This design comes from an exercise in tuning for small area on the open sky130 flow, not from production work.
RTL that was checked went through simulation tests only; none was proved equivalent to the original.
Only the layout flow was run in runs 1 to 3 and 5; the RTL was not checked for function there.
No activity file was given, so power comes from the tool's default toggle rates.

$ cat design/flow/design.v
module dp_sink_aux_responder #(
    parameter int         AUX_DATA_WIDTH = 8,
    parameter int         DPCD_DEPTH     = 512,
    parameter logic [7:0] MAX_LINK_RATE  = 8'h14,
    parameter logic [7:0] MAX_LANE_COUNT = 8'h04,
    parameter int         TURN_CYCLES    = 4
) (
    input  logic                      clk,
    input  logic                      rst_n,
    input  logic [AUX_DATA_WIDTH-1:0] aux_in_data,
    input  logic                      aux_start_stop,
    output logic [AUX_DATA_WIDTH-1:0] aux_out_data,
    output logic                      phy_start_stop,
    output logic [7:0]                link_bw_set,
    output logic [4:0]                lane_count_set,
    output logic [1:0]                tps_set,
    output logic                      req_dropped
);
    localparam int NR = 32;    
    localparam int RL = 8;     
    typedef enum logic [1:0] {S_IDLE, S_HDR, S_WDATA, S_RSP} state_t;
    logic [2:0] r_ph;
    logic       r_clr;
    state_t     r_state;
    logic [1:0] r_hcnt;
    logic       r_hz;        
    logic [8:0] r_ptr;       
    logic       r_cwr;       
    logic       r_crd;       
    logic [3:0] r_lenm1;
    logic [4:0] r_idx;       
    logic       r_kerr;      
    logic       r_kmore;     
    logic [4:0] r_ridx;      
    logic       r_drop;
    logic [2:0] r_dly;       
    logic [8:0] r_ln [RL-1];  
    logic [1:0] r_mh1, r_mh2;  
    logic [7:0] r_link_bw;
    logic [4:0] r_lane_cnt;
    logic [1:0] r_tps;
    logic       w_in_rsp, w_phy, w_acc, w_last, w_rd_out;
    logic [8:0] w_lnsel, w_tap;
    logic [2:0] w_lidx;
    logic       w_land;
    logic [9:0] w_end;
    logic       w_range_ok;
    logic [2:0] w_pend;
    logic [8:0] w_xp;
    logic [7:0] w_rv;
    assign w_end      = {1'b0, r_ptr} + {6'd0, aux_in_data[3:0]};
    assign w_range_ok = r_hz && !w_end[9];
    assign w_in_rsp   = (r_state == S_RSP);
    assign w_phy      = w_in_rsp && !(r_ridx[4:2] == 3'b111);
    assign w_rd_out   = w_in_rsp && r_kmore && !r_kerr;
    assign w_acc      = (r_state == S_WDATA) && aux_start_stop && ({1'b0, r_idx} <= {2'b0, r_lenm1});
    assign w_lidx     = w_rd_out ? {1'b0, r_ph[1:0] - r_ptr[1:0] + 2'd1} : (r_dly - 3'd1);
    assign w_lnsel    = r_ln[w_lidx];
    assign w_tap      = (r_dly == 3'd0) ? {w_acc, aux_in_data} : w_lnsel;
    assign w_land     = w_tap[8] && !w_rd_out;
    assign w_last     = r_kmore ? (r_kerr ? (r_ridx == 5'd1) : (r_ridx == {1'b0, r_lenm1} + 5'd1))
                                : (r_ridx == 5'd0);
    assign w_pend     = (r_idx < {2'b0, r_dly}) ? r_idx[2:0] : r_dly;
    assign w_xp       = r_ptr + {6'd0, w_pend};
    always_ff @(posedge clk) begin
        if (!rst_n) begin
            r_ph  <= 3'd0;
            r_clr <= 1'b1;
        end else begin
            r_ph <= r_ph + 3'd1;
            if (r_ph == 3'd7) r_clr <= 1'b0;
        end
    end
    always_ff @(posedge clk) begin
        if (!rst_n) begin
            r_state <= S_IDLE;
            r_hcnt  <= '0;
            r_hz    <= 1'b0;
            r_ptr   <= '0;
            r_cwr   <= 1'b0;
            r_crd   <= 1'b0;
            r_lenm1 <= '0;
            r_idx   <= '0;
            r_kerr  <= 1'b0;
            r_kmore <= 1'b0;
            r_ridx  <= '0;
            r_drop  <= 1'b0;
            r_dly   <= '0;
        end else begin
            r_drop <= aux_start_stop && w_in_rsp;
            if (w_land || (w_phy && w_rd_out)) r_ptr <= r_ptr + 9'd1;
            if (w_in_rsp) r_ridx <= r_ridx + 5'd1;
            case (r_state)
                S_IDLE: if (aux_start_stop) begin
                    r_state <= S_HDR;
                    r_cwr   <= (aux_in_data[7:4] == 4'b1000);
                    r_crd   <= (aux_in_data[7:4] == 4'b1001);
                    r_hz    <= (aux_in_data[3:0] == 4'd0);
                    r_hcnt  <= 2'd0;
                    r_idx   <= 5'd0;
                end
                S_HDR: begin
                    if (aux_start_stop) begin
                        case (r_hcnt)
                            2'd0: begin
                                r_hz     <= r_hz && (aux_in_data[7:1] == 7'd0);
                                r_ptr[8] <= aux_in_data[0];
                            end
                            2'd1: r_ptr[7:0] <= aux_in_data;
                            2'd2: begin
                                r_lenm1 <= aux_in_data[3:0];
                                r_crd   <= r_crd && w_range_ok;
                                r_dly   <= r_ptr[2:0] - r_ph - 3'd2;
                                if (r_cwr && w_range_ok) r_state <= S_WDATA;
                            end
                            default: ;
                        endcase
                        if (r_hcnt != 2'd3) r_hcnt <= r_hcnt + 2'd1;
                    end else if (r_hcnt == 2'd3) begin
                        r_state <= S_RSP;
                        r_kerr  <= !r_crd;
                        r_kmore <= r_crd;
                        r_ridx  <= 5'd29;
                    end else begin
                        r_state <= S_IDLE;
                    end
                end
                S_WDATA: begin
                    if (w_acc) r_idx <= r_idx + 5'd1;
                    if (!aux_start_stop) begin
                        r_state <= S_RSP;
                        r_kerr  <= ({1'b0, r_idx} <= {2'b0, r_lenm1});
                        r_kmore <= ({1'b0, r_idx} <= {2'b0, r_lenm1});
                        r_ridx  <= 5'd29;
                    end
                end
                S_RSP: if (w_phy && w_last) r_state <= S_IDLE;
                default: r_state <= S_IDLE;
            endcase
        end
    end
    always_ff @(posedge clk) begin
        r_ln[0][7:0] <= (r_state == S_WDATA) ? aux_in_data : w_rv;
        for (int j = 1; j < RL - 1; j++) r_ln[j][7:0] <= r_ln[j-1][7:0];
        if (!rst_n) begin
            for (int j = 0; j < RL - 1; j++) r_ln[j][8] <= 1'b0;
            r_mh1 <= 2'd0;
            r_mh2 <= 2'd0;
        end else begin
            r_ln[0][8] <= w_acc;
            for (int j = 1; j < RL - 1; j++) r_ln[j][8] <= r_ln[j-1][8];
            r_mh1 <= !w_acc ? 2'd0 :
                     (w_xp == 9'h100) ? 2'd1 :
                     (w_xp == 9'h101) ? 2'd2 :
                     (w_xp == 9'h102) ? 2'd3 : 2'd0;
            r_mh2 <= r_mh1;
        end
    end
    logic [7:0] w_wdat;
    logic [7:0] w_s3 [NR];
    logic [7:0] w_s7 [NR];
    logic [NR-1:0] w_wr, w_keep;
    assign w_wdat = w_tap[7:0];
    for (genvar r = 0; r < NR; r++) begin : g_ring
        logic [7:0] s [RL];
        logic [7:0] in0;
        assign w_wr[r]   = w_land && r_ptr[8] && (r_ptr[7:3] == 5'(r));
        assign w_keep[r] = !w_wr[r] && !r_clr;
        for (genvar b = 0; b < 8; b++) begin : g_bit
            aux_a22o u_in (.a1(w_wr[r]), .a2(w_wdat[b]), .b1(w_keep[r]), .b2(s[RL-1][b]), .y(in0[b]));
        end
        assign w_s3[r] = s[3];
        assign w_s7[r] = s[RL-1];
        always_ff @(posedge clk) begin
            s[0] <= in0;
            for (int i = 1; i < RL; i++) s[i] <= s[i-1];
        end
    end
    logic [2:0] w_p7;
    logic [8:0] w_x;
    logic [7:0] w_rom;
    logic [2*NR-1:0] w_sel;    
    assign w_p7 = r_ph + 3'd1;
    assign w_x  = r_ptr + {7'd0, w_p7[1:0] - r_ptr[1:0]};
    always_comb begin
        for (int r = 0; r < NR; r++) begin
            w_sel[2*r+1] = w_x[8] && (w_x[7:3] == 5'(r)) && (w_x[2] == w_p7[2]) && !r_clr;
            w_sel[2*r]   = w_x[8] && (w_x[7:3] == 5'(r)) && (w_x[2] != w_p7[2]);
        end
        case (w_x[7:0])
            8'h00:   w_rom = 8'h12;
            8'h01:   w_rom = MAX_LINK_RATE;
            8'h02:   w_rom = MAX_LANE_COUNT;
            default: w_rom = 8'h00;
        endcase
        if (w_x[8]) w_rom = 8'h00;
    end
    for (genvar b = 0; b < 8; b++) begin : g_rbit
        logic [2*NR-1:0] src;
        logic [21:0]     grp;
        for (genvar r = 0; r < NR; r++) begin : g_src
            assign src[2*r+1] = w_s7[r][b];
            assign src[2*r]   = w_s3[r][b];
        end
        for (genvar g = 0; g < 21; g++) begin : g_aoi
            aux_a222oi u_g (.a1(w_sel[3*g]),   .a2(src[3*g]),
                            .b1(w_sel[3*g+1]), .b2(src[3*g+1]),
                            .c1(w_sel[3*g+2]), .c2(src[3*g+2]), .y(grp[g]));
        end
        assign grp[21] = !(w_sel[63] && src[63]);
        assign w_rv[b] = !(&grp) || w_rom[b];
    end
    always_comb begin
        phy_start_stop = w_phy;
        aux_out_data   = '0;
        if (w_phy) begin
            if (r_ridx == 5'd0)  aux_out_data = r_kerr ? 8'h10 : 8'h00;
            else if (r_kerr)     aux_out_data = {3'b000, r_idx};
            else                 aux_out_data = w_lnsel[7:0];
        end
    end
    always_ff @(posedge clk) begin
        if (!rst_n) begin
            r_link_bw  <= '0;
            r_lane_cnt <= '0;
            r_tps      <= '0;
        end else begin
            if (r_mh2 == 2'd1) r_link_bw  <= r_ln[1][7:0];
            if (r_mh2 == 2'd2) r_lane_cnt <= r_ln[1][4:0];
            if (r_mh2 == 2'd3) r_tps      <= r_ln[1][1:0];
        end
    end
    assign link_bw_set    = r_link_bw;
    assign lane_count_set = r_lane_cnt;
    assign tps_set        = r_tps;
    assign req_dropped    = r_drop;
endmodule
module aux_a22o (
    input  logic a1, a2, b1, b2,
    output logic y
);
    assign y = (a1 & a2) | (b1 & b2);
endmodule
module aux_a222oi (
    input  logic a1, a2, b1, b2, c1, c2,
    output logic y
);
    assign y = !((a1 & a2) | (b1 & b2) | (c1 & c2));
endmodule
$ cat design/flow/run.sh
#!/bin/bash
# synth_recipe.tcl (not shown) runs the flow's synth.tcl, then flattens the netlist and writes it again
# the make line also repeats each setting of config.mk as NAME=value (left out here)
make -C /OpenROAD-flow-scripts/flow DESIGN_CONFIG=/design/flow/config.mk WORK_HOME=/design/flow/orfs CLKGATE_MAP_FILE= SYNTH_SCRIPT=/design/flow/synth_recipe.tcl finish
$ cat design/flow/config.mk
export PLATFORM = sky130hd
export DESIGN_NAME = dp_sink_aux_responder
export DESIGN_NICKNAME = dp_sink_aux_responder
export VERILOG_FILES = /design/flow/design.v
export SDC_FILE = /design/flow/constraint.sdc
export NUM_CORES = 4
export LEC_CHECK = 0
export CAP_MARGIN = 20
export CORE_MARGIN = 2
export CORE_UTILIZATION = 40
export CTS_BUF_LIST = sky130_fd_sc_hd__clkbuf_8
export SLEW_MARGIN = 20
export SYNTH_HIERARCHICAL = 1
$ cat design/flow/constraint.sdc
create_clock -name core_clock -period 12.0 [get_ports {clk}]
set_input_delay 2.4000 -clock core_clock [delete_from_list [all_inputs] [get_ports {clk}]]
set_output_delay 2.4000 -clock core_clock [all_outputs]
set_load 0.01 [all_outputs]
==> results of run 1 <==
per-stage QoR:
| stage | power (mW) | std cells | hold WS (ns) | area [um^2] | setup slack [ns] |
|---|---|---|---|---|---|
| global placement | 7.706 | 5175 | 0.3096 | 55030 | 5.309 |
| floorplan | 7.589 | 3421 | 0.3096 | 52380 | 7.131 |
| global route | 14.01 | 5738 | 0.2764 | 61750 | 4.274 |
| finish | 13.51 | 5738 | 0.2774 | 61750 | 4.613 |
| detailed placement | 7.710 | 5177 | 0.3121 | 55100 | 5.520 |
| CTS | 13.64 | 5734 | 0.2745 | 61720 | 4.454 |
cell usage after synthesis (all sizes together), types with 10 or more instances:
cell type,n
a21boi,10
a21oi,51
a222oi,168
a22o,262
a31oi,12
and2,25
buf,13
clkbuf,41
dfxtp,2170
ha,35
inv,33
mux2i,35
nand2,69
nand3,27
nand4,47
nor2,168
nor2b,25
nor3,20
nor4,17
o21ai,37
xnor2,21
xor2,13
modules after synthesis (local to each module, per instance):
module                 cells  flip-flops and latches
aux_a22o                   1                       0
dp_sink_aux_responder   2997                    2170
aux_a222oi                 1                       0
power by group through the flow:
| stage | sequential, mW | combinational, mW | clock, mW |
|---|---|---|---|
| 5_1_grt | 7.29 | 0.291 | 6.43 |
| 4_1_cts | 7.29 | 0.267 | 6.09 |
| 6_report | 7.29 | 0.269 | 5.95 |
| 3_3_place_gp | 7.44 | 0.262 | 0 |
| 3_5_place_dp | 7.44 | 0.266 | 0 |
| 2_1_floorplan | 7.43 | 0.162 | 0 |
state kept, by name, indices dropped and copies added, names as in the netlist, 4 cells and up, named ones only:
signal      cells
r_ptr           9
g_ring.s     2048
r_ridx          5
r_idx           5
r_ln           63
r_lane_cnt      5
r_lenm1         4
r_link_bw       8
cell type report:
type	count	area, um^2
inverters	33	123.9
well taps	1742	2180
diodes	4	10.01
fillers	11190	67900
clock inverters	146	959.7
repair buffers	68	593.1
clock buffers	411	5657
multi-input cells	1164	8786
flip-flops and latches	2170	43440
worst max-delay path: stages (launching register included):
cell,delay [ns]
dfxtp_1,0.39
ha_1,0.49
and3b_1,0.54
mux2i_4,0.59
mux2i_1,0.25
nor2_1,0.05
a2111oi_0,0.90
nor2b_1,0.22
a211oi_1,0.07
clkdlybuf4s50_1,0.54
worst paths after layout:
path                                    startpoint                 end  slack, ns  cells after the start
worst min-delay path            g_ring[29].s[2][7]  g_ring[29].s[3][7]       0.28                      0
worst min register to register  g_ring[29].s[2][7]  g_ring[29].s[3][7]       0.28                      0
worst max-delay path                    r_state[0]     aux_out_data[0]       4.61                      9
worst max register to register             r_ph[0]          r_ln[0][5]       6.00                     16
logic make-up (layout without fill, tap and decap cells):
kind of cell,Yosys count,in the layout,synth area share
buf+inv,87,658,0.006784
flops,2170,2170,0.8294
fa+ha+maj,37,37,0.009125
other cells,0,4,0
simple gates,456,456,0.04422
compound gates,600,600,0.09727
xor+xnor,34,34,0.005829
mux,37,37,0.007358
layer usage:
metal / wire, um / GRT usage / vias to the layer above
li1: - / - / 12940
met1: 55260 / 0.2391 / 13710
met2: 50140 / 0.2492 / 891
met3: 7520 / 0.04421 / 210
met4: 2992 / 0.06521 / 0
met5: 0 / 0 / -
placed cells by master (no fill, tap or decap), types with 11 or more instances in the layout:
cell / Yosys / routed
nor2_1: 167 / 167
nor2b_1: 25 / 25
nand4_1: 47 / 47
buf_4: 4 / 33
nor4_1: 17 / 11
bufinv_16: 0 / 12
clkdlybuf4s50_1: 0 / 34
xnor2_1: 20 / 20
clkinv_2: 0 / 32
dfxtp_1: 2170 / 2169
inv_1: 33 / 123
nor3_1: 18 / 11
clkbuf_8: 0 / 411
a21oi_1: 51 / 42
a22o_1: 262 / 262
ha_1: 35 / 35
xor2_1: 13 / 13
a222oi_1: 168 / 168
and2_1: 25 / 25
nand2_1: 68 / 68
mux2i_1: 34 / 34
a31oi_1: 12 / 12
nand3_1: 27 / 27
o21ai_0: 34 / 34
==> reports/metrics.yaml, run 1 <==
die_width_um: 365.9
syn_inst: 3421
status: "complete, no violations"
die_h_um: 365.9
antenna_found_initial: 1
max_freq_mhz: 135.4
worstPathRequired_ns: 9.60
crit_path_start_kind: "flip-flop"
synth-edff-count: 0
finalHoldViolations: 0
p_int_mw: 10.67
syn2layout_area_growth_pct: 17.90
cts_inserted_buffers: 329
die_area_mm2: 0.1339
p_comb_frac: 0.020
seq_power_share: 0.539
rows: 132
grt_pass1_wl_mm: 171.4
grt.overflow.total: 0
clock_path_buffers: 4
syn-cell-area_mm2: 0.05238
insertion_delay_ns: 0.97
antenna_left: 0
finClkSkew_ns: 0.07091
finalMaxSlewViolations: 0
postCtsSetupRepairBufs: 0
clkSlewWorstSetupHoldPaths_ns: 0.06
dp_hpwl_mm: 72.31
yosysTopAreaCellShare: 0.8294
peakVddDrop_uv: 123.6
min_period_ns: 7.387
htree_levels: 5
synth_top_cells_by_area: "dfxtp_1, a22o_1, a222oi_1, nor2_1, ha_1"
dr.pass1.iters: 9
ioPinCount: 36
ys_types: 75
hold_buffers: 0
grt_setup_unrepaired: "false"
drt_iter0_markers: 2547
power_switching_mw: 2.843
clock-sinks: 2170
finalCoreUtilization: 0.4763
avgSynthCellArea_um2: 15.31
grt_max_degree: 73
routed_via_density: 4.836
p_clk_frac: 0.441
cp-end-kind: "output port"
finalSetupViolCount: 0
synth.largest_area_cell: "dfxtp_1"
critPathMaxFanout: 12
yosysSeqAreaShare: 0.8294
drv_cap: 0
wl_per_cell_um: 20.20
drive_above_1_share: 0.1380
final_net_count: 3814
grt_use_total: 0.1697
port_buffers: 35
cts_tree: "yes"
totalWireLength_mm: 115.9
initial_core_util: 0.4040
fin_tns_setup_ns: 0
power.leakage_nw: 24.38
vias: 27750
cellPowerDensity_mw_per_mm2: 218.8
fin_crit_sh: 0.6156
place_congestion: 0.8467
ctsResizeCount: 0
p_sw_frac: 0.2105
synth-main-ff-cell: "dfxtp_1"
grt_pass1_vias: 27340
crit_type: "flip-flop to output port"
slew_headroom: 0.2040
synth_seq_cells: 2170
async_flop_share: 0
cp.arrival_ns: 4.99
ctsRootBufferMaster: "clkbuf_8"
coreArea_mm2: 0.1296
synth_warnings: 77
tightest_slew_ns: 1.183
drc: 0
min_path_type: "flip-flop to flip-flop"
==> run 2, diff against run 1 <==
--- a/design/flow/config.mk
+++ b/design/flow/config.mk
@@ -9,5 +9,5 @@
 export CORE_MARGIN = 2
 export CORE_UTILIZATION = 40
-export CTS_BUF_LIST = sky130_fd_sc_hd__clkbuf_8
+export CTS_BUF_LIST = sky130_fd_sc_hd__clkbuf_4
 export SLEW_MARGIN = 20
 export SYNTH_HIERARCHICAL = 1
==> run 2 against run 1 <==
Register-to-register slack improved by 0.04 ns. Synthesized area unchanged. Highest routed layer is now met5. Sequential share of layout area increased by 0.63 points. Fmax decreased by 3.8%. Still clean. Largest cell class unchanged. Die area unchanged.
==> reports/metrics.yaml, run 2 <==
yosysSeqAreaShare: 0.8294
min_period_ns: 7.678
fin_crit_sh: 0.6398
cp_top_family: "compound AO/OA/AOI/OAI gates"
ioPinCount: 36
synth-main-ff-cell: "dfxtp_1"
grt_use_total: 0.1716
synth_most_common_cell: "dfxtp_1"
port_buffers: 35
ys_types: 75
r2r_slack_ns: 6.04
clkSlewWorstSetupHoldPaths_ns: 0.07
die_h_um: 365.9
syn2layout_area_growth_pct: 16.86
slew_headroom: 0.2244
yosysTopAreaCellShare: 0.8294
wl_per_cell_um: 19.38
drv_cap: 0
routed_via_density: 4.783
cellPowerDensity_mw_per_mm2: 212.4
dr.pass1.iters: 8
crit_type: "flip-flop to output port"
ctsResizeCount: 0
cts_inserted_buffers: 490
avgSynthCellArea_um2: 15.31
hold_buffers: 0
finalMaxSlewViolations: 0
synth-edff-count: 0
crit_path_start_kind: "flip-flop"
synth.largest_area_cell: "dfxtp_1"
insertion_delay_ns: 1.30
die_width_um: 365.9
cts_tree: "yes"
dp_hpwl_mm: 72.31
grt_setup_unrepaired: "false"
vias: 28850
synth_top_cells_by_area: "dfxtp_1, a22o_1, a222oi_1, nor2_1, ha_1"
totalWireLength_mm: 116.9
layout_common_cells: "dfxtp_1, clkbuf_4, a22o_1"
finalSetupViolCount: 0
async_flop_share: 0
crit_path_max_incr_delay_ns: 0.90
die_area_mm2: 0.1339
r2r_start: "r_ptr[0]"
min_path_type: "flip-flop to flip-flop"
synth_common_cells: "dfxtp_1, a22o_1, a222oi_1"
htree_levels: 5
clock-sinks: 2170
antenna_left: 0
fin_tns_setup_ns: 0
drc: 0
reg_top3: "g_ring.s (2048), r_ln (63), r_ptr (9)"
initial_core_util: 0.4040
largest_reg_flops: 2048
fillers: 11400
power.leakage_nw: 24.26
syn-cell-area_mm2: 0.05238
critPathCapture: "aux_out_data[0]"
grt_max_degree: 73
drt_iter0_markers: 2758
tightest_slew_ns: 1.163
coreArea_mm2: 0.1296
rows: 132
clock_path_buffers: 4
status: "complete, no violations"
finalHoldViolations: 0
synth_seq_cells: 2170
synth_warnings: 77
grt.overflow.total: 0
syn_inst: 3421
r2r-end: "r_ln[0][7]"
postCtsSetupRepairBufs: 0
critPathMaxFanout: 12
regMostFlops: "g_ring.s"
cp.arrival_ns: 5.28
post-route-cell-area_mm2: 0.06121
peakVddDrop_uv: 128.0
place_congestion: 0.8467
top_layer: "met5"
max_freq_mhz: 130.2
placed_cell_area_mm2: 0.05510
grt_pass1_wl_mm: 173.9
cp-startpoint: "r_state[0]"
grt_pass1_vias: 28730
wl_met3_mm: 7.462
crit_buf_inv: 1
drive_above_1_share: 0.1971
antenna_found_initial: 3
final_net_count: 3975
reg2regPathDepth: 16
final_common_cell: "dfxtp_1"
cp_slowest_cell: "a2111oi_0"
worstPathRequired_ns: 9.60
cp-end-kind: "output port"
cp.depth: 9
wl_met2_mm: 50.76
m1WireLength_mm: 55.42
ctsRootBufferMaster: "clkbuf_4"
finClkSkew_ns: 0.1029
cp_cell_sequence: "ha_1 -> and3b_1 -> mux2i_4 -> mux2i_1 -> nor2_1 -> a2111oi_0 -> nor2b_1 -> a211oi_1 -> clkdlybuf4s50_1"
==> run 2: kinds of logic after synthesis <==
family / count (synthesis) / share of synthesized area
xor+xnor: 34 / 0.005829
mux: 37 / 0.007358
simple gates: 456 / 0.04422
buf+inv: 87 / 0.006784
compound gates: 600 / 0.09727
fa+ha+maj: 37 / 0.009125
flops: 2170 / 0.8294
==> run 2: how the worst min path moves through the flow <==
| stage | start | end | cells after the start |
|---|---|---|---|
| finish | g_ring[14].s[4][3] | g_ring[14].s[5][3] | 0 |
| global route | g_ring[14].s[4][3] | g_ring[14].s[5][3] | 0 |
| CTS | g_ring[14].s[6][0] | g_ring[14].s[7][0] | 0 |
| detailed placement | g_ring[16].s[4][5] | g_ring[16].s[5][5] | 0 |
| global placement | g_ring[25].s[0][5] | g_ring[25].s[1][5] | 0 |
| floorplan | g_ring[0].s[0][0] | g_ring[0].s[1][0] | 0 |
==> run 2: metrics by stage <==
stage / hold slack [ns] / power (mW) / instances / setup WS, ns / util
floorplan: 0.3096 / 7.589 / 3421 / 7.131 / -
global placement: 0.3096 / 7.706 / 5175 / 5.309 / 0.4245
detailed placement: 0.3121 / 7.710 / 5177 / 5.520 / 0.4250
CTS: 0.2408 / 13.17 / 6024 / 4.127 / 0.4717
global route: 0.2315 / 13.59 / 6031 / 3.916 / 0.4721
finish: 0.2400 / 13.00 / 6033 / 4.322 / 0.4721
==> run 2: per-module statistics from Yosys (local to each module, per instance) <==
module | cell area [um^2] | times used
aux_a222oi | 10.01 | 168
aux_a22o | 8.758 | 256
dp_sink_aux_responder | 48450 | 1
==> run 2: layout make-up <==
cell class | count | area [um^2] | area share
Antenna cell | 9 | 22.52 | 0.0003680
Clock buffer | 737 | 5533 | 0.09040
Clock inverter | 110 | 525.5 | 0.008586
Inverter | 33 | 123.9 | 0.002024
Multi-Input combinational cell | 1164 | 8786 | 0.1435
Sequential cell | 2170 | 43440 | 0.7098
Tap cell | 1742 | 2180 | 0.03561
Timing Repair Buffer | 68 | 593.1 | 0.009690
==> run 2: where the power goes <==
| part | total [mW] | internal [mW] | leakage [nW] | switching (mW) |
|---|---|---|---|---|
| Clock | 5.45 | 2.85 | 3.63 | 2.60 |
| Sequential | 7.28 | 7.24 | 17.5 | 0.0371 |
| Combinational | 0.269 | 0.0850 | 3.16 | 0.184 |
==> run 2: worst register-to-register path: cells and delay by family, from the launching register on <==
kind            cells  cell delay (ns)
simple gates        6             2.47
compound gates      4             1.44
buf+inv             1             0.30
xor+xnor            3             0.55
flops               1             0.53
fa+ha+maj           2             0.55
==> run 2: routing by layer <==
metal  GRT usage  vias up
met5           0        -
met4     0.07225        2
met3     0.04847      196
met2      0.2513     1028
met1      0.2373    14090
li1            -    13540
==> run 3, diff against run 2 <==
--- a/design/flow/design.v
+++ b/design/flow/design.v
@@ -20,5 +20,5 @@
     localparam int RL = 8;     
     typedef enum logic [1:0] {S_IDLE, S_HDR, S_WDATA, S_RSP} state_t;
-    logic [2:0] r_ph;
+    logic [3:0] r_ph;
     logic       r_clr;
     state_t     r_state;
@@ -41,5 +41,5 @@
     logic [1:0] r_tps;
     logic       w_in_rsp, w_phy, w_acc, w_last, w_rd_out;
-    logic [8:0] w_lnsel, w_tap;
+    logic [8:0] w_lnin, w_tap;
     logic [2:0] w_lidx;
     logic       w_land;
@@ -55,7 +55,7 @@
     assign w_rd_out   = w_in_rsp && r_kmore && !r_kerr;
     assign w_acc      = (r_state == S_WDATA) && aux_start_stop && ({1'b0, r_idx} <= {2'b0, r_lenm1});
-    assign w_lidx     = w_rd_out ? {1'b0, r_ph[1:0] - r_ptr[1:0] + 2'd1} : (r_dly - 3'd1);
-    assign w_lnsel    = r_ln[w_lidx];
-    assign w_tap      = (r_dly == 3'd0) ? {w_acc, aux_in_data} : w_lnsel;
+    assign w_lnin     = (r_state == S_WDATA) ? {w_acc, aux_in_data} : {1'b0, w_rv};
+    assign w_lidx     = w_rd_out ? (r_ph[2:0] - r_ptr[2:0]) : (r_dly - 3'd1);
+    assign w_tap      = (w_lidx == 3'd7) ? w_lnin : r_ln[w_lidx];
     assign w_land     = w_tap[8] && !w_rd_out;
     assign w_last     = r_kmore ? (r_kerr ? (r_ridx == 5'd1) : (r_ridx == {1'b0, r_lenm1} + 5'd1))
@@ -65,9 +65,9 @@
     always_ff @(posedge clk) begin
         if (!rst_n) begin
-            r_ph  <= 3'd0;
+            r_ph  <= 4'd0;
             r_clr <= 1'b1;
         end else begin
-            r_ph <= r_ph + 3'd1;
-            if (r_ph == 3'd7) r_clr <= 1'b0;
+            r_ph <= r_ph + 4'd1;
+            if (r_ph[2:0] == 3'd7) r_clr <= 1'b0;
         end
     end
@@ -89,5 +89,5 @@
         end else begin
             r_drop <= aux_start_stop && w_in_rsp;
-            if (w_land || (w_phy && w_rd_out)) r_ptr <= r_ptr + 9'd1;
+            if (w_land || (w_phy && w_rd_out && r_ridx != 5'd0)) r_ptr <= r_ptr + 9'd1;
             if (w_in_rsp) r_ridx <= r_ridx + 5'd1;
             case (r_state)
@@ -111,5 +111,5 @@
                                 r_lenm1 <= aux_in_data[3:0];
                                 r_crd   <= r_crd && w_range_ok;
-                                r_dly   <= r_ptr[2:0] - r_ph - 3'd2;
+                                r_dly   <= r_ptr[2:0] - r_ph[2:0] - 3'd2;
                                 if (r_cwr && w_range_ok) r_state <= S_WDATA;
                             end
@@ -141,5 +141,5 @@
     end
     always_ff @(posedge clk) begin
-        r_ln[0][7:0] <= (r_state == S_WDATA) ? aux_in_data : w_rv;
+        r_ln[0][7:0] <= w_lnin[7:0];
         for (int j = 1; j < RL - 1; j++) r_ln[j][7:0] <= r_ln[j-1][7:0];
         if (!rst_n) begin
@@ -148,5 +148,5 @@
             r_mh2 <= 2'd0;
         end else begin
-            r_ln[0][8] <= w_acc;
+            r_ln[0][8] <= w_lnin[8];
             for (int j = 1; j < RL - 1; j++) r_ln[j][8] <= r_ln[j-1][8];
             r_mh1 <= !w_acc ? 2'd0 :
@@ -158,17 +158,15 @@
     end
     logic [7:0] w_wdat;
-    logic [7:0] w_s3 [NR];
     logic [7:0] w_s7 [NR];
-    logic [NR-1:0] w_wr, w_keep;
-    assign w_wdat = w_tap[7:0];
+    logic [NR-1:0] w_wr, w_p;
+    assign w_wdat = w_tap[7:0] ^ {8{!r_ph[3]}};
     for (genvar r = 0; r < NR; r++) begin : g_ring
         logic [7:0] s [RL];
         logic [7:0] in0;
-        assign w_wr[r]   = w_land && r_ptr[8] && (r_ptr[7:3] == 5'(r));
-        assign w_keep[r] = !w_wr[r] && !r_clr;
+        assign w_wr[r] = w_land && r_ptr[8] && (r_ptr[7:3] == 5'(r));
+        assign w_p[r]  = w_wr[r] || r_clr;
         for (genvar b = 0; b < 8; b++) begin : g_bit
-            aux_a22o u_in (.a1(w_wr[r]), .a2(w_wdat[b]), .b1(w_keep[r]), .b2(s[RL-1][b]), .y(in0[b]));
-        end
-        assign w_s3[r] = s[3];
+            aux_o22ai u_in (.a1(w_p[r]), .a2(s[RL-1][b]), .b1(!w_wr[r]), .b2(w_wdat[b]), .y(in0[b]));
+        end
         assign w_s7[r] = s[RL-1];
         always_ff @(posedge clk) begin
@@ -178,13 +176,15 @@
     end
     logic [2:0] w_p7;
-    logic [8:0] w_x;
+    logic [8:0] w_n, w_x;
     logic [7:0] w_rom;
-    logic [2*NR-1:0] w_sel;    
-    assign w_p7 = r_ph + 3'd1;
-    assign w_x  = r_ptr + {7'd0, w_p7[1:0] - r_ptr[1:0]};
+    logic [NR-1:0] w_sel;      
+    logic       w_rinv;        
+    assign w_p7 = r_ph[2:0] + 3'd1;
+    assign w_n  = (r_state == S_HDR && r_hcnt == 2'd1) ? {r_ptr[8], aux_in_data} : r_ptr;
+    assign w_x  = {w_n[8:3] + {5'd0, (w_p7 < w_n[2:0])}, w_p7};
+    assign w_rinv = w_x[8] && !r_clr && !r_ph[3];
     always_comb begin
         for (int r = 0; r < NR; r++) begin
-            w_sel[2*r+1] = w_x[8] && (w_x[7:3] == 5'(r)) && (w_x[2] == w_p7[2]) && !r_clr;
-            w_sel[2*r]   = w_x[8] && (w_x[7:3] == 5'(r)) && (w_x[2] != w_p7[2]);
+            w_sel[r] = w_x[8] && (w_x[7:3] == 5'(r)) && !r_clr;
         end
         case (w_x[7:0])
@@ -197,17 +197,16 @@
     end
     for (genvar b = 0; b < 8; b++) begin : g_rbit
-        logic [2*NR-1:0] src;
-        logic [21:0]     grp;
+        logic [NR-1:0] src;
+        logic [10:0]   grp;
         for (genvar r = 0; r < NR; r++) begin : g_src
-            assign src[2*r+1] = w_s7[r][b];
-            assign src[2*r]   = w_s3[r][b];
-        end
-        for (genvar g = 0; g < 21; g++) begin : g_aoi
+            assign src[r] = w_s7[r][b];
+        end
+        for (genvar g = 0; g < 10; g++) begin : g_aoi
             aux_a222oi u_g (.a1(w_sel[3*g]),   .a2(src[3*g]),
                             .b1(w_sel[3*g+1]), .b2(src[3*g+1]),
                             .c1(w_sel[3*g+2]), .c2(src[3*g+2]), .y(grp[g]));
         end
-        assign grp[21] = !(w_sel[63] && src[63]);
-        assign w_rv[b] = !(&grp) || w_rom[b];
+        aux_a222oi u_g10 (.a1(w_sel[30]), .a2(src[30]), .b1(w_sel[31]), .b2(src[31]), .c1(1'b0), .c2(1'b0), .y(grp[10]));
+        assign w_rv[b] = (!(&grp) ^ w_rinv) || w_rom[b];
     end
     always_comb begin
@@ -217,5 +216,5 @@
             if (r_ridx == 5'd0)  aux_out_data = r_kerr ? 8'h10 : 8'h00;
             else if (r_kerr)     aux_out_data = {3'b000, r_idx};
-            else                 aux_out_data = w_lnsel[7:0];
+            else                 aux_out_data = w_tap[7:0];
         end
     end
@@ -236,9 +235,9 @@
     assign req_dropped    = r_drop;
 endmodule
-module aux_a22o (
+module aux_o22ai (
     input  logic a1, a2, b1, b2,
     output logic y
 );
-    assign y = (a1 & a2) | (b1 & b2);
+    assign y = !((a1 | a2) & (b1 | b2));
 endmodule
 module aux_a222oi (
--- a/design/flow/config.mk
+++ b/design/flow/config.mk
@@ -8,6 +8,9 @@
 export CAP_MARGIN = 20
 export CORE_MARGIN = 2
-export CORE_UTILIZATION = 40
-export CTS_BUF_LIST = sky130_fd_sc_hd__clkbuf_4
+export CORE_UTILIZATION = 60
+export CTS_BUF_LIST = sky130_fd_sc_hd__clkbuf_8
+export CTS_CLUSTER_DIAMETER = 60
+export CTS_CLUSTER_SIZE = 20
+export PLACE_DENSITY = 0.7
 export SLEW_MARGIN = 20
 export SYNTH_HIERARCHICAL = 1
==> run 3 against run 2 <==
Power shrank 18%. Synthesized area shrank 3.3%. Sequential power rose by 0.7%. Worst setup slack worse by 3.3 ns. Fmax fell by 30%. Non-clock buffer count is 16 lower. Hold slack improved by 0.081 ns. First-iteration DRC count shrank 5.9%. Utilization rose by 18 points. Combinational power shrank 18%. Clock skew down 0.074 ns. Critical path type is now primary input to output port. Critical endpoint is now aux_out_data[1]. Largest power group unchanged.
==> reports/metrics.yaml, run 3 <==
status: "complete, no violations"
seqCellArea_mm2: 0.04346
synth_warnings: 75
grt_use_total: 0.2366
syn-cell-area_mm2: 0.05067
cts_inserted_buffers: 131
clock_path_buffers: 3
grt_max_degree: 67
min_path_type: "flip-flop to flip-flop"
synth_mux_area_frac: 0.009062
coreArea_mm2: 0.08369
place_congestion: 0.9230
avgSynthCellArea_um2: 15.51
drv_cap: 0
layout_common_cells: "dfxtp_1, o22ai_1, clkbuf_8"
placed_cell_area_mm2: 0.05253
fin_cells: 4586
die_h_um: 294.6
rows: 106
totalWireLength_mm: 102.0
finalMaxSlewViolations: 0
peakVddDrop_uv: 136.6
drt_iter0_markers: 2595
largest_reg_flops: 2048
holdWs_ns: 0.3211
fin_tns_setup_ns: 0
cp.arrival_ns: 8.58
worstPathRequired_ns: 9.60
postCtsSetupRepairBufs: 0
synth_compound_area_frac: 0.06968
clkSlewWorstSetupHoldPaths_ns: 0.11
hold_path_startpoint: "g_ring[2].s[3][4]"
multi_input_area_mm2: 0.007036
dr.pass1.iters: 7
max_freq_mhz: 91.07
crit_type: "primary input to output port"
cts_tree: "yes"
vias: 24470
cellPowerDensity_mw_per_mm2: 195.7
finalHoldViolations: 0
synth-main-ff-cell: "dfxtp_1"
fin_total_pwr_mw: 10.70
grt_pass1_vias: 23860
die_area_mm2: 0.08680
yosysSeqAreaShare: 0.8577
fillers: 5775
ioPinCount: 36
die_width_um: 294.6
synthSimpleGateAreaFrac: 0.03724
grt_pass1_wl_mm: 150.2
min_period_ns: 10.98
power.leakage_nw: 21.09
syn2layout_area_growth_pct: 7.968
final_net_count: 3472
antenna_found_initial: 1
grt_setup_unrepaired: "false"
ys_types: 72
insertion_delay_ns: 0.83
synth-xor-area-share: 0.008741
clock-sinks: 2171
async_flop_share: 0
synth_top_family_by_area: "compound AO/OA/AOI/OAI gates"
slew_headroom: 0.2638
reg_top3: "g_ring.s (2048), r_ln (63), r_ptr (9)"
drive_above_1_share: 0.06433
synth_most_common_cell: "dfxtp_1"
initial_core_util: 0.6055
hold_buffers: 0
final_common_cell: "dfxtp_1"
synth.largest_area_cell: "dfxtp_1"
yosysTopAreaCellShare: 0.8577
critPathMaxFanout: 8
cp-startpoint: "aux_in_data[1]"
finalSetupViolCount: 0
tightest_slew_ns: 1.097
port_buffers: 35
finClkSkew_ns: 0.02870
ctsResizeCount: 0
ctsRootBufferMaster: "clkbuf_8"
dp_hpwl_mm: 68.87
post-place-cells: 4420
htree_levels: 4
drc: 0
routed_via_density: 5.336
crit_path_start_kind: "primary input"
grt.overflow.total: 0
synth_top_cells_by_area: "dfxtp_1, o22ai_1, a222oi_1, ha_1, nand2_1"
synth_common_cells: "dfxtp_1, o22ai_1, nand2_1"
fin_crit_sh: 0.9150
antenna_left: 0
cp-end-kind: "output port"
wl_per_cell_um: 22.24
post-route-cell-area_mm2: 0.05471
synthAdderAreaFrac: 0.01067
synth-edff-count: 0
synth_seq_cells: 2171
regMostFlops: "g_ring.s"
syn_inst: 3267
[run 3: worst max-delay path: stages]
cell             delay (ns)
clkdlybuf4s50_1        0.65
mux2i_1                0.14
ha_1                   0.30
o21ai_0                0.07
nand2b_1               0.08
a21oi_1                0.24
ha_1                   0.30
ha_1                   0.26
o21ai_0                0.14
xnor2_1                0.27
nor3b_1                0.41
nand3_1                0.26
nor2_1                 0.50
a222oi_1               0.24
nand4_1                0.18
nor3_1                 0.09
xnor2_1                0.35
o221ai_1               0.22
a221oi_1               0.80
a211oi_1               0.17
clkdlybuf4s50_1        0.52
[run 3: routing by layer]
metal / global-route usage / share of wire / vias to the layer above
met5: 0 / 0 / -
met4: 0.08947 / 0.034 / 0
met3: 0.04887 / 0.061 / 209
met2: 0.3577 / 0.43 / 792
met1: 0.3375 / 0.47 / 11990
li1: - / - / 11480
[run 3: power by group]
part	total [mW]	internal (mW)	switching [mW]
Clock	3.16	1.10	2.06
Sequential	7.33	7.28	0.0435
Combinational	0.220	0.0598	0.161
[run 3: cells by family after synthesis]
logic type | count (synthesis)
DFF | 2171
AOI/OAI and AO/OA | 499
and+or+nand+nor | 379
buffers and inverters | 85
xor gates and xnor gates | 48
adders and majority gates | 42
muxes | 42
other | 1
[run 3: stage by stage]
| step | setup WS (ns) | utilization |
|---|---|---|
| 2_1_floorplan | 3.779 | - |
| 3_5_place_dp | 1.153 | 0.6277 |
| 3_3_place_gp | 1.202 | 0.6277 |
| 6_report | 1.020 | 0.6537 |
| 4_1_cts | 1.123 | 0.6537 |
| 5_1_grt | 0.6049 | 0.6537 |
[run 3: area by class of cell]
class,count,share of cell area
Tap cell,1134,0.02593
Clock inverter,28,0.005374
Sequential cell,2171,0.7944
Antenna cell,1,0.00004574
Inverter,37,0.002539
Multi-Input combinational cell,1026,0.1286
Clock buffer,137,0.03446
Timing Repair Buffer,52,0.008645
[run 3: path summary, 6_finish.rpt]
| check | endpoint | slack (ns) | cells past startpoint |
|---|---|---|---|
| worst max register to register | g_ring[13].s[0][1] | 3.76 | 24 |
| worst min register to register | g_ring[2].s[4][4] | 0.32 | 0 |
| worst min-delay path | g_ring[2].s[4][4] | 0.32 | 0 |
| worst max-delay path | aux_out_data[1] | 1.02 | 21 |
[run 3: Yosys stat by module, one instance, submodules excluded]
module	flip-flops and latches	area [um^2]
aux_o22ai	0	6.256
aux_a222oi	0	10.01
dp_sink_aux_responder	2171	48190
==> run 4, diff against run 3 <==
--- a/design/flow/design.v
+++ b/design/flow/design.v
@@ -19,18 +19,17 @@
     localparam int NR = 32;    
     localparam int RL = 8;     
-    typedef enum logic [1:0] {S_IDLE, S_HDR, S_WDATA, S_RSP} state_t;
+    typedef enum logic [2:0] {S_IDLE, S_HDR, S_WDATA, S_RSP, S_DATA} state_t;
     logic [3:0] r_ph;
     logic       r_clr;
     state_t     r_state;
-    logic [1:0] r_hcnt;
+    logic [1:0] r_hcnt;      
     logic       r_hz;        
     logic [8:0] r_ptr;       
     logic       r_cwr;       
     logic       r_crd;       
-    logic [3:0] r_lenm1;
+    logic [3:0] r_lenm1;     
     logic [4:0] r_idx;       
     logic       r_kerr;      
     logic       r_kmore;     
-    logic [4:0] r_ridx;      
     logic       r_drop;
     logic [2:0] r_dly;       
@@ -40,5 +39,5 @@
     logic [4:0] r_lane_cnt;
     logic [1:0] r_tps;
-    logic       w_in_rsp, w_phy, w_acc, w_last, w_rd_out;
+    logic       w_in_rsp, w_phy, w_acc, w_rd_out;
     logic [8:0] w_lnin, w_tap;
     logic [2:0] w_lidx;
@@ -51,7 +50,7 @@
     assign w_end      = {1'b0, r_ptr} + {6'd0, aux_in_data[3:0]};
     assign w_range_ok = r_hz && !w_end[9];
-    assign w_in_rsp   = (r_state == S_RSP);
-    assign w_phy      = w_in_rsp && !(r_ridx[4:2] == 3'b111);
-    assign w_rd_out   = w_in_rsp && r_kmore && !r_kerr;
+    assign w_in_rsp   = (r_state == S_RSP) || (r_state == S_DATA);
+    assign w_phy      = (r_state == S_DATA) || (r_state == S_RSP && r_hcnt == 2'd3);
+    assign w_rd_out   = (r_state == S_DATA) && !r_kerr;
     assign w_acc      = (r_state == S_WDATA) && aux_start_stop && ({1'b0, r_idx} <= {2'b0, r_lenm1});
     assign w_lnin     = (r_state == S_WDATA) ? {w_acc, aux_in_data} : {1'b0, w_rv};
@@ -59,6 +58,4 @@
     assign w_tap      = (w_lidx == 3'd7) ? w_lnin : r_ln[w_lidx];
     assign w_land     = w_tap[8] && !w_rd_out;
-    assign w_last     = r_kmore ? (r_kerr ? (r_ridx == 5'd1) : (r_ridx == {1'b0, r_lenm1} + 5'd1))
-                                : (r_ridx == 5'd0);
     assign w_pend     = (r_idx < {2'b0, r_dly}) ? r_idx[2:0] : r_dly;
     assign w_xp       = r_ptr + {6'd0, w_pend};
@@ -84,11 +81,9 @@
             r_kerr  <= 1'b0;
             r_kmore <= 1'b0;
-            r_ridx  <= '0;
             r_drop  <= 1'b0;
             r_dly   <= '0;
         end else begin
             r_drop <= aux_start_stop && w_in_rsp;
-            if (w_land || (w_phy && w_rd_out && r_ridx != 5'd0)) r_ptr <= r_ptr + 9'd1;
-            if (w_in_rsp) r_ridx <= r_ridx + 5'd1;
+            if (w_land || w_rd_out) r_ptr <= r_ptr + 9'd1;
             case (r_state)
                 S_IDLE: if (aux_start_stop) begin
@@ -121,5 +116,5 @@
                         r_kerr  <= !r_crd;
                         r_kmore <= r_crd;
-                        r_ridx  <= 5'd29;
+                        r_hcnt  <= 2'd0;
                     end else begin
                         r_state <= S_IDLE;
@@ -132,8 +127,16 @@
                         r_kerr  <= ({1'b0, r_idx} <= {2'b0, r_lenm1});
                         r_kmore <= ({1'b0, r_idx} <= {2'b0, r_lenm1});
-                        r_ridx  <= 5'd29;
+                        r_lenm1 <= 4'd0;
+                        r_hcnt  <= 2'd0;
                     end
                 end
-                S_RSP: if (w_phy && w_last) r_state <= S_IDLE;
+                S_RSP: begin
+                    r_hcnt <= r_hcnt + 2'd1;
+                    if (r_hcnt == 2'd3) r_state <= r_kmore ? S_DATA : S_IDLE;
+                end
+                S_DATA: begin
+                    r_lenm1 <= r_lenm1 - 4'd1;
+                    if (r_lenm1 == 4'd0) r_state <= S_IDLE;
+                end
                 default: r_state <= S_IDLE;
             endcase
@@ -213,9 +216,6 @@
         phy_start_stop = w_phy;
         aux_out_data   = '0;
-        if (w_phy) begin
-            if (r_ridx == 5'd0)  aux_out_data = r_kerr ? 8'h10 : 8'h00;
-            else if (r_kerr)     aux_out_data = {3'b000, r_idx};
-            else                 aux_out_data = w_tap[7:0];
-        end
+        if (r_state == S_RSP && r_hcnt == 2'd3) aux_out_data = r_kerr ? 8'h10 : 8'h00;
+        else if (r_state == S_DATA)            aux_out_data = r_kerr ? {3'b000, r_idx} : w_tap[7:0];
     end
     always_ff @(posedge clk) begin
==> run 4 against run 3 <==
Critical path type unchanged. Sequential share of layout area grew 0.41 points. Non-clock buffer count is the same. Fmax grew 1.0%. Synthesized cell count shrank 0.40%. Clock-buffer cell count shrank 3. Sequential power grew 1%. Cell count shrank 1.7%. Clock skew grew 0.013 ns. Hold slack lost 0.0056 ns. Die area shrank 0.39%. Via count shrank 0.23%.
==> reports/metrics.yaml, run 4 <==
avgSynthCellArea_um2: 15.51
gr-usage-met3: 0.04018
finClkSkew_ns: 0.04216
gr-usage-met1: 0.3478
ioPinCount: 36
grt_pass1_vias: 23610
critPathCapture: "aux_out_data[2]"
async_flop_share: 0
peakVddDrop_uv: 175.7
cts_tree: "yes"
slew_headroom: 0.2192
fin_cells: 4508
grt_max_degree: 40
hold_buffers: 0
place_congestion: 0.9173
grt_setup_unrepaired: "false"
synth-main-ff-cell: "dfxtp_1"
totalWireLength_mm: 108.3
synth_seq_cells: 2167
cts_inserted_buffers: 131
worstPathRequired_ns: 9.60
drive_above_1_share: 0.06332
syn_inst: 3254
cp-end-kind: "output port"
syn-cell-area_mm2: 0.05047
drt_iter0_markers: 2283
wl_per_cell_um: 24.02
critPathMaxFanout: 8
grt.overflow.total: 0
final_net_count: 3449
cp_slowest_cell: "clkdlybuf4s50_1"
htree_levels: 4
reg2regPathDepth: 26
final_common_cell: "dfxtp_1"
routed_via_density: 5.415
dp_hpwl_mm: 73.39
coreArea_mm2: 0.08342
r2r-end: "g_ring[25].s[0][1]"
port_buffers: 35
ctsResizeCount: 0
post-place-cells: 4348
clock_path_buffers: 3
drc: 0
clock-sinks: 2167
seqCellArea_mm2: 0.04338
r2r_start: "r_hcnt[0]"
fin_crit_sh: 0.9059
grt_use_total: 0.2507
syn2layout_area_growth_pct: 7.640
cp.arrival_ns: 8.47
finalHoldViolations: 0
initial_core_util: 0.6050
die_h_um: 294.0
yosysTopAreaCellShare: 0.8595
crit_type: "primary input to output port"
cp_cell_sequence: "clkdlybuf4s50_1 -> a21oi_1 -> ha_1 -> o21ai_0 -> nand2b_1 -> a21oi_1 -> ha_1 -> ha_1 -> nand3_1 -> xnor2_1 -> mux2i_1 -> nor3b_1 -> nand2_1 -> nor2_1 -> a222oi_1 -> nand4_1 -> nor3_1 -> xor2_1 -> a211oi_1 -> o31ai_1 -> o21a_1 -> clkdlybuf4s50_1"
synth-edff-count: 0
insertion_delay_ns: 0.83
finalSetupViolCount: 0
fillers: 5825
layout_common_cells: "dfxtp_1, o22ai_1, clkbuf_8"
cp-startpoint: "aux_in_data[1]"
synth_top_cells_by_area: "dfxtp_1, o22ai_1, a222oi_1, ha_1, nand2_1"
antenna_left: 0
r2r_slack_ns: 4.32
min_path_type: "flip-flop to flip-flop"
drv_cap: 0
dr.pass1.iters: 6
finalMaxSlewViolations: 0
antenna_found_initial: 2
ys_types: 73
ctsRootBufferMaster: "clkbuf_8"
die_width_um: 294.0
crit_path_max_incr_delay_ns: 0.65
tightest_slew_ns: 1.169
grt_pass1_wl_mm: 156.2
clkSlewWorstSetupHoldPaths_ns: 0.11
synth_warnings: 75
yosysSeqAreaShare: 0.8595
max_freq_mhz: 91.99
cellPowerDensity_mw_per_mm2: 206.1
die_area_mm2: 0.08646
crit_path_start_kind: "primary input"
status: "complete, no violations"
postCtsSetupRepairBufs: 0
largest_reg_flops: 2048
synth_common_cells: "dfxtp_1, o22ai_1, nand2_1"
rows: 106
multi_input_area_mm2: 0.006870
use_met2: 0.3951
synth_most_common_cell: "dfxtp_1"
min_period_ns: 10.87
vias: 24410
crit_top_cell: "ha_1"
regMostFlops: "g_ring.s"
reg_top3: "g_ring.s (2048), r_ln (63), r_ptr (9)"
fin_tns_setup_ns: 0
synth.largest_area_cell: "dfxtp_1"
power.leakage_nw: 20.93
grt_busiest_layer: "met2"
==> run 4: cell types whose count changed after synthesis, moves of 11 or more <==
cell      delta
a21boi_0    -11
nand2_1     -29
nor2_1      +30
nor3_1      +14
a21oi_1     +11
nor2b_1     -14
==> run 4: how the worst min path moves through the flow <==
stage	slack, ns	cells past startpoint	from	end
final	0.32	0	g_ring[4].s[5][5]	g_ring[4].s[6][5]
after global routing	0.32	0	g_ring[14].s[2][1]	g_ring[14].s[3][1]
after global placement	0.31	0	g_ring[30].s[4][1]	g_ring[30].s[5][1]
after CTS	0.31	0	g_ring[17].s[2][3]	g_ring[17].s[3][3]
after floorplan	0.31	0	g_ring[0].s[0][0]	g_ring[0].s[1][0]
after detailed placement	0.31	0	g_ring[22].s[0][4]	g_ring[22].s[1][4]
==> run 4: worst max-delay path, delay by kind of cell <==
kind | cells | cell delay, ns
AND/OR/NAND/NOR | 7 | 1.52
multiplexers | 1 | 0.14
XOR/XNOR | 2 | 0.41
AO/OA/AOI/OAI | 7 | 1.86
adder cells (fa/ha/maj) | 3 | 0.94
buffers and inverters | 2 | 1.19
==> run 4: cell families after synthesis <==
| kind of cell | Yosys count | synth area share |
|---|---|---|
| simple gates | 384 | 0.03803 |
| buf+inv | 83 | 0.007114 |
| flops | 2167 | 0.8595 |
| other cells | 1 | 0.00007429 |
| fa+ha+maj | 37 | 0.009469 |
| xor+xnor | 39 | 0.007040 |
| mux | 32 | 0.006718 |
| compound gates | 511 | 0.07209 |
==> run 4: layer usage <==
metal  share of wire  up-vias
met5               0        -
met4           0.039        0
met3           0.049      216
met2            0.45      732
met1            0.46    12010
li1                -    11450
==> run 4: report_power, final <==
part | internal (mW) | switching (mW)
Combinational | 0.161 | 0.456
Clock | 1.08 | 2.06
Sequential | 7.33 | 0.104
==> run 4: cell type report <==
| class | instances | area share |
|---|---|---|
| Antenna cell | 1 | 0.00004606 |
| Multi-Input combinational cell | 1019 | 0.1265 |
| Tap cell | 1080 | 0.02487 |
| Timing Repair Buffer | 52 | 0.008797 |
| Sequential cell | 2167 | 0.7985 |
| Inverter | 30 | 0.002073 |
| Clock buffer | 134 | 0.03395 |
| Clock inverter | 25 | 0.005343 |
==> run 4: per-module statistics from Yosys (local to each module, per instance) <==
module / flip-flops and latches / times used / cell area [um^2]
aux_o22ai: 0 / 256 / 6.256
aux_a222oi: 0 / 88 / 10.01
dp_sink_aux_responder: 2167 / 1 / 47990
==> run 4: per-stage QoR <==
stage	worst slack, ns	area [um^2]	utilization	power, mW	hold slack (ns)
after global placement	1.440	52190	0.6256	8.186	0.3095
after detailed placement	1.362	52190	0.6256	8.200	0.3121
after floorplan	3.561	50530	-	7.877	0.3096
final	1.129	54330	0.6513	11.20	0.3155
after global routing	0.7450	54330	0.6513	11.55	0.3199
after CTS	1.334	54330	0.6512	11.25	0.3138
==> run 5, diff against run 4 <==
--- a/design/flow/design.v
+++ b/design/flow/design.v
@@ -26,6 +26,4 @@
     logic       r_hz;        
     logic [8:0] r_ptr;       
-    logic       r_cwr;       
-    logic       r_crd;       
     logic [3:0] r_lenm1;     
     logic [4:0] r_idx;       
@@ -46,5 +44,6 @@
     logic       w_range_ok;
     logic [2:0] w_pend;
-    logic [8:0] w_xp;
+    logic [3:0] w_xl;
+    logic       w_x100;
     logic [7:0] w_rv;
     assign w_end      = {1'b0, r_ptr} + {6'd0, aux_in_data[3:0]};
@@ -59,5 +58,6 @@
     assign w_land     = w_tap[8] && !w_rd_out;
     assign w_pend     = (r_idx < {2'b0, r_dly}) ? r_idx[2:0] : r_dly;
-    assign w_xp       = r_ptr + {6'd0, w_pend};
+    assign w_xl       = {1'b0, r_ptr[2:0]} + {1'b0, w_pend};
+    assign w_x100     = w_xl[3] ? (r_ptr[8:3] == 6'b011111) : (r_ptr[8:3] == 6'b100000);
     always_ff @(posedge clk) begin
         if (!rst_n) begin
@@ -75,6 +75,4 @@
             r_hz    <= 1'b0;
             r_ptr   <= '0;
-            r_cwr   <= 1'b0;
-            r_crd   <= 1'b0;
             r_lenm1 <= '0;
             r_idx   <= '0;
@@ -89,6 +87,6 @@
                 S_IDLE: if (aux_start_stop) begin
                     r_state <= S_HDR;
-                    r_cwr   <= (aux_in_data[7:4] == 4'b1000);
-                    r_crd   <= (aux_in_data[7:4] == 4'b1001);
+                    r_kmore <= (aux_in_data[7:4] == 4'b1000);
+                    r_kerr  <= (aux_in_data[7:4] == 4'b1001);
                     r_hz    <= (aux_in_data[3:0] == 4'd0);
                     r_hcnt  <= 2'd0;
@@ -105,7 +103,7 @@
                             2'd2: begin
                                 r_lenm1 <= aux_in_data[3:0];
-                                r_crd   <= r_crd && w_range_ok;
+                                r_kerr  <= r_kerr && w_range_ok;
                                 r_dly   <= r_ptr[2:0] - r_ph[2:0] - 3'd2;
-                                if (r_cwr && w_range_ok) r_state <= S_WDATA;
+                                if (r_kmore && w_range_ok) r_state <= S_WDATA;
                             end
                             default: ;
@@ -114,6 +112,6 @@
                     end else if (r_hcnt == 2'd3) begin
                         r_state <= S_RSP;
-                        r_kerr  <= !r_crd;
-                        r_kmore <= r_crd;
+                        r_kerr  <= !r_kerr;
+                        r_kmore <= r_kerr;
                         r_hcnt  <= 2'd0;
                     end else begin
@@ -153,8 +151,8 @@
             r_ln[0][8] <= w_lnin[8];
             for (int j = 1; j < RL - 1; j++) r_ln[j][8] <= r_ln[j-1][8];
-            r_mh1 <= !w_acc ? 2'd0 :
-                     (w_xp == 9'h100) ? 2'd1 :
-                     (w_xp == 9'h101) ? 2'd2 :
-                     (w_xp == 9'h102) ? 2'd3 : 2'd0;
+            r_mh1 <= (!w_acc || !w_x100) ? 2'd0 :
+                     (w_xl[2:0] == 3'd0) ? 2'd1 :
+                     (w_xl[2:0] == 3'd1) ? 2'd2 :
+                     (w_xl[2:0] == 3'd2) ? 2'd3 : 2'd0;
             r_mh2 <= r_mh1;
         end
--- a/design/flow/config.mk
+++ b/design/flow/config.mk
@@ -6,5 +6,5 @@
 export NUM_CORES = 4
 export LEC_CHECK = 0
-export CAP_MARGIN = 20
+export CAP_MARGIN = 0
 export CORE_MARGIN = 2
 export CORE_UTILIZATION = 60
@@ -12,5 +12,6 @@
 export CTS_CLUSTER_DIAMETER = 60
 export CTS_CLUSTER_SIZE = 20
+export GPL_TIMING_DRIVEN = 0
 export PLACE_DENSITY = 0.7
-export SLEW_MARGIN = 20
+export SLEW_MARGIN = 0
 export SYNTH_HIERARCHICAL = 1
==> run 5 against run 4 <==
Still clean. Via count down 0.61%. Cell count increased by 0.93%. Power decreased by 4.2%. Hold slack improved by 0.00055 ns. Global-route usage shrank 3.2 points. Clock-buffer cell count decreased by 2. Clock power hardly changed. Final area is 0.46% higher. Combinational power is about 50% lower. First-iteration DRC count is 14% lower. Sequential share of layout area shrank 0.44 points. Wire length shrank 13%.
==> reports/metrics.yaml, run 5 <==
peakVddDrop_uv: 163.3
wl_per_cell_um: 20.64
async_flop_share: 0
synthAdderAreaFrac: 0.009484
antenna_found_initial: 3
ioPinCount: 36
grt_pass1_wl_mm: 142.4
synth_compound_area_frac: 0.07532
initial_core_util: 0.6041
synth-edff-count: 0
htree_levels: 4
synth-xor-area-share: 0.006728
finalSetupViolCount: 0
grt_pass1_vias: 24330
fin_cells: 4550
synth_most_common_cell: "dfxtp_1"
drv_cap: 0
grt_max_degree: 21
coreArea_mm2: 0.08342
crit_top_cell: "ha_1"
syn2layout_area_growth_pct: 8.299
use_met2: 0.3317
synth_warnings: 75
crit_type: "primary input to output port"
cts_tree: "yes"
fin_crit_sh: 0.9827
critPathMaxFanout: 8
cp_slowest_cell: "o21ai_0"
synth_mux_area_frac: 0.007373
postCtsSetupRepairBufs: 0
avgSynthCellArea_um2: 15.55
ctsResizeCount: 0
tightest_slew_ns: 1.297
drc: 0
regMostFlops: "g_ring.s"
dp_hpwl_mm: 63.28
post-route-cell-area_mm2: 0.05458
dr.pass1.iters: 8
finalCoreUtilization: 0.6543
cellPowerDensity_mw_per_mm2: 196.6
worstPathRequired_ns: 9.60
cp.arrival_ns: 9.39
syn_inst: 3241
synth_top_family_by_area: "compound AO/OA/AOI/OAI gates"
place_congestion: 0.9396
slew_headroom: 0.1351
hold_buffers: 0
status: "complete, no violations"
rows: 106
insertion_delay_ns: 0.84
clkSlewWorstSetupHoldPaths_ns: 0.11
die_area_mm2: 0.08633
reg_top3: "g_ring.s (2048), r_ln (63), r_ptr (9)"
ys_types: 75
gr-usage-met3: 0.04539
final_net_count: 3486
drive_above_1_share: 0.06434
totalWireLength_mm: 93.92
grt.overflow.total: 0
fin_total_pwr_mw: 10.73
cp_cell_sequence: "clkdlybuf4s50_1 -> a21oi_1 -> ha_1 -> o21ai_0 -> nand2b_1 -> a21oi_1 -> ha_1 -> ha_1 -> nand3_1 -> xor2_1 -> mux2i_1 -> nor3_1 -> nand2_1 -> nor2_1 -> a222oi_1 -> nand4_1 -> nor3_1 -> xnor2_1 -> a21boi_0 -> o21ai_0 -> o21ba_2 -> clkdlybuf4s50_1"
clock-sinks: 2165
finClkSkew_ns: 0.04505
crit_path_max_incr_delay_ns: 0.72
gr-usage-met1: 0.3090
synth-main-ff-cell: "dfxtp_1"
port_buffers: 30
cts_inserted_buffers: 130
final_common_cell: "dfxtp_1"
grt_use_total: 0.2183
ctsRootBufferMaster: "clkbuf_8"
largest_reg_flops: 2048
grt_busiest_layer: "met2"
finalMaxSlewViolations: 0
synth_seq_cells: 2165
yosysSeqAreaShare: 0.8600
syn-cell-area_mm2: 0.05040
min_period_ns: 11.79
yosysTopAreaCellShare: 0.8600
post-place-cells: 4386
synthSimpleGateAreaFrac: 0.03386
clock_path_buffers: 3
crit_buf_inv: 2
max_freq_mhz: 84.80
crit_path_start_kind: "primary input"
routed_via_density: 5.333
power.leakage_nw: 21.09
synth_common_cells: "dfxtp_1, o22ai_1, a222oi_1, nand2_1, nor2_1"
synth_top_cells_by_area: "dfxtp_1, o22ai_1, a222oi_1, ha_1, nand2_1"
die_h_um: 293.8
finalHoldViolations: 0
holdWs_ns: 0.3160
placed_cell_area_mm2: 0.05246
min_path_type: "flip-flop to flip-flop"
vias: 24260
die_width_um: 293.8
cp-end-kind: "output port"
drt_iter0_markers: 1965
grt_setup_unrepaired: "false"
layout_common_cells: "dfxtp_1, o22ai_1, clkbuf_8"
cp_top_family: "compound AO/OA/AOI/OAI gates"
synth.largest_area_cell: "dfxtp_1"
antenna_left: 0
-- run 5: cell types whose count changed in the layout (fill, tap and decap cells not counted), moves of 13 or more --
cell      previous run  this run
buf_4               17         0
nor3_1              32        19
clkbuf_1             0        39
nand3_1             55        37
a21o_1               7        25
buf_8                0        14
-- run 5: cells by family after synthesis --
family,count (synthesis)
AOI/OAI and AO/OA,534
xor gates and xnor gates,37
adders and majority gates,37
buffers and inverters,91
DFF,2165
muxes,35
other,1
and+or+nand+nor,341
-- run 5: metrics by stage --
| stage | TNS (ns) | worst slack [ns] |
|---|---|---|
| after floorplan | 0 | 3.741 |
| after global placement | -54.53 | -0.9519 |
| after detailed placement | 0 | 0.5419 |
| after CTS | 0 | 0.5136 |
| after global routing | 0 | 0.02019 |
| final | 0 | 0.2079 |
-- run 5: Yosys stat by module, one instance, submodules excluded --
| module | times used | flip-flops and latches | cells inside |
|---|---|---|---|
| aux_a222oi | 88 | 0 | 1 |
| aux_o22ai | 256 | 0 | 1 |
| dp_sink_aux_responder | 1 | 2165 | 2897 |
-- run 5: worst paths after layout --
check | start | cells after the start | endpoint | slack (ns)
setup / recovery | aux_in_data[1] | 22 | aux_out_data[3] | 0.21
hold / removal | g_ring[14].s[3][1] | 0 | g_ring[14].s[4][1] | 0.32
setup reg to reg | r_hcnt[0] | 27 | g_ring[30].s[0][1] | 3.38
hold reg to reg | g_ring[14].s[3][1] | 0 | g_ring[14].s[4][1] | 0.32
-- run 5: routing by layer --
layer  wire (um)  vias up
met5          34        -
met4        3326        4
met3        5346      204
met2       41130      807
met1       44080    11760
li1            -    11490
-- run 5: final cells by class --
cell class / instances / area (um^2)
buffer: 56 / 230.2
sequential: 2165 / 43340
multi-input combinational: 1000 / 6823
tap: 1080 / 1351
antenna: 4 / 10.01
fill: 5822 / 28840
clock buffer: 132 / 1817
clock inverter: 28 / 290.3
inverter: 35 / 131.4
timing repair buffer: 50 / 586.8
-- run 5: where the power goes --
group	internal, mW	switching [mW]	total (mW)
registers	7.27	0.0420	7.31
logic	0.0949	0.212	0.306
clock network	1.07	2.04	3.11

==> afterwards: timing with drivers on the ports <==
Ports are ideal in the flow. The routed layouts listed here were re-timed in OpenROAD.
Step 1: set_driving_cell puts a clkbuf_16 on clk and a buf_2 on each other input, an assumption about the parent block.
Step 2 times the ports against the registers' clock, not the clock port: input delays grow and output delays shrink by t, the midpoint of the rising clock arrivals with the driver on.
a / b / c = ideal ports / drivers / drivers and shift; a / b = the first two.
run | t, ns | setup slack, ns | hold slack, ns | worst register clock-pin slew, ns | pins driven straight from the clock port
run 1 | 1.012 | 4.613 / 4.540 / 5.552 | 0.277 / 0.277 / 0.277 | 0.07 / 0.07 | 1
run 2 | 1.307 | 4.322 / 4.251 / 5.558 | 0.240 / 0.240 / 0.240 | 0.08 / 0.08 | 1
run 3 | 0.879 | 1.020 / 0.993 / 0.993 | 0.321 / 0.321 / 0.321 | 0.12 / 0.12 | 1
run 4 | 0.865 | 1.129 / 1.096 / 1.096 | 0.315 / 0.315 / 0.315 | 0.12 / 0.12 | 1
run 5 | 0.878 | 0.208 / 0.183 / 0.183 | 0.316 / 0.316 / 0.316 | 0.12 / 0.12 | 1
After both steps setup and hold are still met in every run listed. For run 4, which loses most, drivers alone change the setup slack by -0.033 ns; drivers and shift together by -0.033 ns.
